This design comes from an exercise in tuning for small area, a short achievable clock period and few clock cycles per item on the open sky130 flow, not from production work.
RTL that was checked went through simulation tests only; none was proved equivalent to the original.
Power and IR drop assume default switching activity.

==> flow/design.v (excerpt) <==
module multiword_add_sequencer (
  input  logic         clk,
  input  logic         rst,
  input  logic         in_valid,
  output logic         in_ready,
  input  logic [255:0] a,
  input  logic [255:0] b,
  input  logic         cin,
  input  logic         sub,
  output logic         out_valid,
  input  logic         out_ready,
  output logic [255:0] sum,
  output logic         cout
);
clock: 6.5 ns
lec_check: 0
abc_area: 1
cap_margin: 20
core_margin: 2
core_utilization: 40
cts_buf_list: sky130_fd_sc_hd__clkbuf_8
setup_slack_margin: 2.8
slew_margin: 20
standard.sh (not shown) runs the stock make flow with config.mk's settings and CLKGATE_MAP_FILE= SYNTH_SCRIPT=/design/flow/synth_recipe.tcl, a recipe that flattens the netlist after the stock synthesis.
==> flow/flow/run.sh <==
#!/bin/bash
# The standard layout (standard.sh), with every port buffered by the
# smallest buffer cell instead of the one buffer_ports picks by default.
set -euo pipefail
export BUFFER_PORTS_ARGS="-buffer_cell sky130_fd_sc_hd__buf_1"
bash standard.sh > standard.log 2>&1
Testbench counts at the start, summed over its fixed seeds: cycles 1,608, items 1,600.
Change:
Settings changed: CORE_UTILIZATION 40 to 60, SETUP_SLACK_MARGIN 2.8 to 3.2.
The new run died in I/O pin placement with PPL-0024.
Synthesized area stays the same.
Synthesized cell count is unchanged.
Change:
Settings changed: ABC_AREA 1 to not set, CORE_UTILIZATION 60 to 40, CTS_BUF_LIST sky130_fd_sc_hd__clkbuf_8 to not set.
This time the run completed without violations.
Synthesized area is lower by 2.9%.
Synthesized cell count came out lower by 14%.
Change:
Settings changed: ABC_AREA set to 1.
What happened: The new run finished with timing, DRC and antenna clean; critical path depth climbs by 3; wire length grows slightly; design area is higher by a few percent; global-route usage came out lower by 0.79 points.
Change:
Settings changed: SETUP_SLACK_MARGIN 3.2 to 2.5.
After rerunning:
- die area stays the same
- hold slack stays flat
- count of clock-buffer cells in the layout is higher by 6
- final area drops by 11%
- wire length drops by 12%
- worst setup slack got worse by 0.25 ns
- combinational power shrinks by 15%
- register-to-register slack improves by 0.16 ns
- final cell count falls by 4.6%
Change:
Settings changed: SETUP_SLACK_MARGIN 2.5 to 2.8.
Result: The changed run completed without violations. Die area stays the same. Clock-buffer cell count came out lower by 2. Sequential power barely changes. Final cell count rises slightly. Clock power is about the same. Setup slack improved by 0.12 ns. Total power goes up slightly. Routed wire length grows slightly. Core utilization went up by 0.68 points. Worst hold slack improves by 0.012 ns.

* * *

Setup of orange:
The RTL this note starts from:
==> flow/design.v <==
package mas_pkg;
  localparam int W = 256;
endpackage
module multiword_add_sequencer (
  input  logic         clk,
  input  logic         rst,
  input  logic         in_valid,
  output logic         in_ready,
  input  logic [255:0] a,
  input  logic [255:0] b,
  input  logic         cin,
  input  logic         sub,
  output logic         out_valid,
  input  logic         out_ready,
  output logic [255:0] sum,
  output logic         cout
);
  localparam int W  = 256;
  localparam int K  = 8;        
  localparam int NB = W / K;    
  localparam int LK = $clog2(K);
  localparam int LB = $clog2(NB);
  logic [W-1:0]  bx, g, p, s0_d;
  logic [NB-1:0] bg, bp;         
  logic [NB:0]   bc_d;           
  assign bx = b ^ {W{sub}};
  assign g  = a & bx;
  assign p  = a ^ bx;
  logic [W-1:0] lg, lp;           
  always_comb begin
    logic [K-1:0] tg, tp;
    for (int j = 0; j < NB; j++) begin
      tg = g[j*K +: K];
      tp = p[j*K +: K];
      if (j == 0) tg[0] = tg[0] | (tp[0] & (sub | cin));
      for (int l = 0; l < LK; l++)
        for (int i = 0; i < K; i++)
          if (i[l]) begin
            tg[i] = tg[i] | (tp[i] & tg[((i >> l) << l) - 1]);
            tp[i] = tp[i] & tp[((i >> l) << l) - 1];
          end
      lg[j*K +: K] = tg;
      lp[j*K +: K] = tp;
      bg[j] = tg[K-1];
      bp[j] = tp[K-1];
    end
  end
  always_comb begin
    logic [NB-1:0] tg, tp;
    tg = bg;
    tp = bp;
    for (int l = 0; l < LB; l++)
      for (int i = 0; i < NB; i++)
        if (i[l]) begin
          tg[i] = tg[i] | (tp[i] & tg[((i >> l) << l) - 1]);
          tp[i] = tp[i] & tp[((i >> l) << l) - 1];
        end
    bc_d[0] = 1'b0;
    for (int j = 1; j <= NB; j++) bc_d[j] = tg[j-1];
  end
  always_comb begin
    logic c;
    s0_d[0] = p[0] ^ (sub | cin);
    for (int j = 0; j < NB; j++)
      for (int i = 0; i < K; i++)
        if (j*K+i > 0) begin
          if (i == 0) c = bc_d[j];
          else        c = lg[j*K+i-1] | (lp[j*K+i-1] & bc_d[j]);
          s0_d[j*K+i] = p[j*K+i] ^ c;
        end
  end
  logic [W-1:0]  s_q;
  logic          c_q;
  logic          valid_q;
  assign in_ready = ~valid_q | out_ready;
  always_ff @(posedge clk or posedge rst) begin
    if (rst)           valid_q <= 1'b0;
    else if (in_ready) valid_q <= in_valid;
  end
  always_ff @(posedge clk) begin
    if (in_ready) begin
      s_q <= s0_d;
      c_q <= bc_d[NB];
    end
  end
  assign sum = s_q;
  assign cout      = c_q;
  assign out_valid = valid_q;
endmodule
clock: 6.5 ns
lec_check: 0
abc_area: 1
cap_margin: 20
core_margin: 2
core_utilization: 40
cts_buf_list: sky130_fd_sc_hd__clkbuf_8
cts_cluster_diameter: 100
cts_cluster_size: 12
place_density: 0.8
setup_slack_margin: 3.0
slew_margin: 20
==> flow/flow/run.sh <==
#!/bin/bash
# The standard layout (standard.sh) with two changes:
#  - every port is buffered by the smallest buffer cell instead of the one
#    buffer_ports picks by default;
#  - after the standard synthesis, polfix.py re-chooses the polarity of the
#    full-adder groups so that fewer inverters are needed (combinational
#    cells only; registers untouched), then the layout continues from it.
set -euo pipefail
export BUFFER_PORTS_ARGS="-buffer_cell sky130_fd_sc_hd__buf_1"
R=$PWD/orfs/results/sky130hd/multiword_add_sequencer/base
bash standard.sh "$R/1_2_yosys.v" > synth.log 2>&1
cp "$R/1_2_yosys.v" "$R/1_2_yosys.standard.v"
python3 flow/polfix.py "$R/1_2_yosys.standard.v" "$R/1_2_yosys.v" > polfix.log 2>&1
bash standard.sh > layout.log 2>&1
Other scripts of this flow, unchanged in this note and not shown: flow/flow/polfix.py
orange: PASS, flow complete, no timing, DRC or antenna violations
Here is what was changed in the inputs of green compared with orange.
Settings: SETUP_SLACK_MARGIN: 3.0 -> 2.8.
==> comparison <==
- As of green, pin count of the biggest net entering global routing had risen by more than 10% compared to orange.
- green ended with more critical path depth than orange.
- Of green and orange, it is green that has the lower final clock period utilization by the worst path.
- [compare] base=orange new=green: worst setup slack after layout climbed 0.091 ns, number of setup buffers added after CTS has decreased, routed wire length decreased 6400 µm, portion of total power attributed to the clock network has increased, buffer levels on the longest clock path roughly the same.
- Re total global routing track utilization: orange was higher than green.
- For green, the end point of the critical path was s_q[185]$_DFFE_PP_, unlike orange, where it was s_q[193]$_DFFE_PP_.
- From orange to green the numbers moved as follows: per-cell routed wire length went down; highest clock rate shows an increase of about 2.4%.
Function was not checked in any run of this note: the RTL went through the layout flow alone.

* * *

multiword_add_sequencer, a different RTL version from the one above (not shown whole).
For scale: roughly 3600 cells after synthesis, ~260 flip-flops, ~780 I/O pins, roughly 29000 sq um of cells after synthesis.
Settings: LEC_CHECK=0, CAP_MARGIN=20, CORE_MARGIN=2, CORE_UTILIZATION=40, SLEW_MARGIN=20; clock period 6.5 ns.
run.sh (not shown) runs the stock make flow with config.mk's settings and CLKGATE_MAP_FILE= SYNTH_SCRIPT=/design/flow/synth_recipe.tcl, a recipe that flattens the netlist after the stock synthesis.
Stock flow here: none of the scripts above is used.
The baseline finished clean.
Testbench counts at the start, summed over its fixed seeds: cycles 1,608, items 1,600.
Next try:
--- a/flow/config.mk
+++ b/flow/config.mk
@@ -7,2 +7,3 @@
 export LEC_CHECK = 0
+export ABC_CLOCK_PERIOD_IN_PS = 3500
 export CAP_MARGIN = 20
@@ -10,2 +11,3 @@
 export CORE_UTILIZATION = 40
+export SETUP_SLACK_MARGIN = 2.8
 export SLEW_MARGIN = 20
After rerunning: The changed run passed the timing, design-rule and antenna checks. Worst setup slack gets better by 0.51 ns. Area after synthesis does not change. Global-route usage goes up by 2.9 points.

* * *

Another version of the RTL of multiword_add_sequencer (not shown whole).
Design multiword_add_sequencer, start of the top module:
module multiword_add_sequencer (
  input  logic         clk,
  input  logic         rst,
  input  logic         in_valid,
  output logic         in_ready,
  input  logic [255:0] a,
  input  logic [255:0] b,
  input  logic         cin,
  input  logic         sub,
  output logic         out_valid,
  input  logic         out_ready,
  output logic [255:0] sum,
  output logic         cout
);
export LEC_CHECK = 0
export ABC_AREA = 1
export CAP_MARGIN = 20
export CORE_MARGIN = 2
export CORE_UTILIZATION = 40
export CTS_BUF_LIST = sky130_fd_sc_hd__clkbuf_8
export CTS_CLUSTER_DIAMETER = 100
export CTS_CLUSTER_SIZE = 12
export PLACE_DENSITY = 0.8
export SETUP_SLACK_MARGIN = 2.8
export SLEW_MARGIN = 20
create_clock -name core_clock -period 6.5 [get_ports {clk}]
standard.sh (not shown) runs the stock make flow with config.mk's settings and CLKGATE_MAP_FILE= SYNTH_SCRIPT=/design/flow/synth_recipe.tcl, a recipe that flattens the netlist after the stock synthesis.
==> flow/flow/run.sh <==
#!/bin/bash
# The standard layout (standard.sh) with three changes:
#  - synthesis maps the logic with the ABC script in flow/abc.script (in
#    place of ORFS's abc_area.script; the rest of the synthesis is ORFS's);
#  - after synthesis, polfix.py re-chooses the polarity of the full-adder
#    groups so that fewer inverters are needed (combinational cells only;
#    registers untouched);
#  - every port is buffered by the smallest buffer cell instead of the one
#    buffer_ports picks by default.
set -euo pipefail
export BUFFER_PORTS_ARGS="-buffer_cell sky130_fd_sc_hd__buf_1"
R=$PWD/orfs/results/sky130hd/multiword_add_sequencer/base
rm -rf "$PWD/scripts"
cp -r "$FLOW_HOME/scripts" "$PWD/scripts"
cp flow/abc.script "$PWD/scripts/abc_area.script"
SCRIPTS_DIR="$PWD/scripts" bash standard.sh "$R/1_2_yosys.v" > synth.log 2>&1
cp "$R/1_2_yosys.v" "$R/1_2_yosys.abc.v"
python3 flow/polfix.py "$R/1_2_yosys.abc.v" "$R/1_2_yosys.v" > polfix.log 2>&1
bash standard.sh > layout.log 2>&1
==> flow/flow/abc.script <==
strash
dch
map
topo
stime -c
buffer -c
upsize -c
dnsize -c
Other scripts of this flow, unchanged in this note and not shown: flow/flow/polfix.py
The baseline ran to the end with no violations.
Testbench counts at the start, summed over its fixed seeds: cycles 1,608, items 1,600.
Edit:
==> flow/flow/run.sh (replaced) <==
#!/bin/bash
# The standard layout (standard.sh) with two changes:
#  - every port is buffered by the smallest buffer cell instead of the one
#    buffer_ports picks by default;
#  - after the standard synthesis, polfix.py re-chooses the polarity of the
#    full-adder groups so that fewer inverters are needed (combinational
#    cells only; registers untouched), then the layout continues from it.
set -euo pipefail
export BUFFER_PORTS_ARGS="-buffer_cell sky130_fd_sc_hd__buf_1"
R=$PWD/orfs/results/sky130hd/multiword_add_sequencer/base
bash standard.sh "$R/1_2_yosys.v" > synth.log 2>&1
cp "$R/1_2_yosys.v" "$R/1_2_yosys.standard.v"
python3 flow/polfix.py "$R/1_2_yosys.standard.v" "$R/1_2_yosys.v" > polfix.log 2>&1
bash standard.sh > layout.log 2>&1
removed: flow/flow/abc.script
Outcome: The changed run went through all stages and came out clean. Synthesized area is about the same. Sequential share of layout area came out higher by 0.24 points. Worst setup slack improves by 0.014 ns. Non-clock buffer count drops by 2. Critical path depth fell by 6. Via count falls by a few percent. Register-to-register slack stays flat. Clock-buffer cell count climbs by 1. Total power stays flat. Synthesized cell count decreases by a few percent. Design area decreases slightly.
Edit:
==> flow/flow/run.sh (replaced) <==
#!/bin/bash
# The standard layout (standard.sh) with three changes:
#  - synthesis maps the logic after the result register (the cone of s0_q
#    and bc_q) with the ABC script in flow/abc_post.script, on its own, and
#    the rest with ORFS's abc_area.script (the rest of the synthesis is
#    ORFS's, registers included);
#  - after synthesis, polfix.py re-chooses the polarity of the full-adder
#    groups so that fewer inverters are needed (combinational cells only;
#    registers untouched);
#  - every port is buffered by the smallest buffer cell instead of the one
#    buffer_ports picks by default.
set -euo pipefail
export BUFFER_PORTS_ARGS="-buffer_cell sky130_fd_sc_hd__buf_1"
R=$PWD/orfs/results/sky130hd/multiword_add_sequencer/base
rm -rf "$PWD/scripts"
cp -r "$FLOW_HOME/scripts" "$PWD/scripts"
cp flow/abc_post.script "$PWD/scripts/abc_post.script"
python3 - "$PWD/scripts/synth.tcl" <<'PY'
import sys
f = sys.argv[1]
s = open(f).read()
old = '  log_cmd abc {*}$abc_args\n'
assert s.count(old) == 1
s = s.replace(old, '''  set post_args [lreplace $abc_args 1 1 $::env(SCRIPTS_DIR)/abc_post.script]
  log_cmd abc {*}$post_args w:s0_q w:bc_q %u %co* {t:$_*} %i
  log_cmd abc {*}$abc_args {t:$_*}
''')
open(f, 'w').write(s)
PY
SCRIPTS_DIR="$PWD/scripts" bash standard.sh "$R/1_2_yosys.v" > synth.log 2>&1
cp "$R/1_2_yosys.v" "$R/1_2_yosys.abc.v"
python3 flow/polfix.py "$R/1_2_yosys.abc.v" "$R/1_2_yosys.v" > polfix.log 2>&1
bash standard.sh > layout.log 2>&1
==> flow/flow/abc_post.script (new file) <==
strash
balance
map -a
- worst setup slack gets better by 0.047 ns
- wire length rises by 2.7%
- core utilization falls by 0.36 points
- cell area rises by 1.3%
- non-clock buffer count falls by 8
Edit:
==> flow/flow/run.sh (replaced) <==
#!/bin/bash
# The standard layout (standard.sh) with two changes:
#  - every port is buffered by the smallest buffer cell instead of the one
#    buffer_ports picks by default;
#  - after the standard synthesis, polfix.py re-chooses the polarity of the
#    full-adder groups so that fewer inverters are needed (combinational
#    cells only; registers untouched), then the layout continues from it.
set -euo pipefail
export BUFFER_PORTS_ARGS="-buffer_cell sky130_fd_sc_hd__buf_1"
R=$PWD/orfs/results/sky130hd/multiword_add_sequencer/base
bash standard.sh "$R/1_2_yosys.v" > synth.log 2>&1
cp "$R/1_2_yosys.v" "$R/1_2_yosys.standard.v"
python3 flow/polfix.py "$R/1_2_yosys.standard.v" "$R/1_2_yosys.v" > polfix.log 2>&1
bash standard.sh > layout.log 2>&1
- TNS_END_PERCENT: not set -> 30
removed: flow/flow/abc_post.script
Worst hold slack gets better by 0.055 ns.
Cell area falls slightly.
Sequential power decreases by a few percent.
Flip-flop and latch count stays the same.
Routed wire length increases slightly.
Edit:
- CORE_UTILIZATION: 40 -> 43
- TNS_END_PERCENT: 30 -> not set
The changed run went through all stages and came out clean.
Non-clock buffer count is higher by 8.
Design area stays flat.
Sequential share of layout area stays flat.
Synthesized cell count does not change.
Clock-buffer cell count is unchanged.
Routed wire length came out lower by a few percent.
Setup slack improved by 0.11 ns.
Power is lower slightly.

[what the ideal ports hide]
The results above use ideal ports. As a check the final layouts listed here were re-extracted and re-timed, cells and wires unchanged.
Step 1 sets driving cells, clkbuf_16 on the clock port and buf_2 on the other inputs (assumed; they add their load-dependent delay and slew).
Step 2 moves the port delays by t, midway between the first and last clock arrival at a register: inputs arrive t later, outputs are due t later. That takes back most of the time a late clock gives input paths.
Three values: ideal, step 1, step 2; two values: the first two.
run	t (ns)	setup WS [ns]	worst hold slack (ns)	slew at the worst register clock pin (ns)
the first run of note 1	0.690	2.894 / 2.841 / 2.278	0.469 / 0.436 / 0.898	0.07 / 0.07
the third run of note 1	0.615	2.007 / 1.924 / 1.309	0.528 / 0.490 / 1.045	0.06 / 0.06
the fourth run of note 1	0.605	3.063 / 2.980 / 2.375	0.543 / 0.508 / 1.045	0.06 / 0.06
the fifth run of note 1	0.598	2.810 / 2.806 / 2.208	0.545 / 0.508 / 1.080	0.06 / 0.06
the sixth run of note 1	0.600	2.933 / 2.881 / 2.321	0.557 / 0.518 / 0.897	0.06 / 0.06
orange	0.692	2.564 / 2.289 / 1.598	0.437 / 0.399 / 1.028	0.11 / 0.11
green	0.706	2.656 / 2.406 / 1.700	0.445 / 0.407 / 0.951	0.11 / 0.11
the first run of note 3	0.635	0.291 / 0.341 / -0.294	0.769 / 0.769 / 0.769	0.07 / 0.07
the second run of note 3	0.651	0.796 / 0.472 / -0.180	0.865 / 0.816 / 1.210	0.07 / 0.07
the first run of note 4	0.708	2.878 / 2.854 / 2.146	0.430 / 0.396 / 1.104	0.10 / 0.10
the second run of note 4	0.685	2.892 / 2.843 / 2.199	0.424 / 0.398 / 1.047	0.10 / 0.10
the third run of note 4	0.730	2.939 / 2.804 / 2.074	0.421 / 0.385 / 1.115	0.10 / 0.10
the fourth run of note 4	0.681	2.797 / 2.742 / 2.151	0.476 / 0.444 / 1.045	0.10 / 0.10
the fifth run of note 4	0.673	2.903 / 2.851 / 2.219	0.464 / 0.433 / 1.106	0.10 / 0.10
With both steps, setup timing fails in the first run of note 3 and the second run of note 3, where it was met with ideal ports. For the second run of note 3, which loses most, drivers alone change the setup slack by -0.324 ns; drivers and shift together by -0.976 ns.
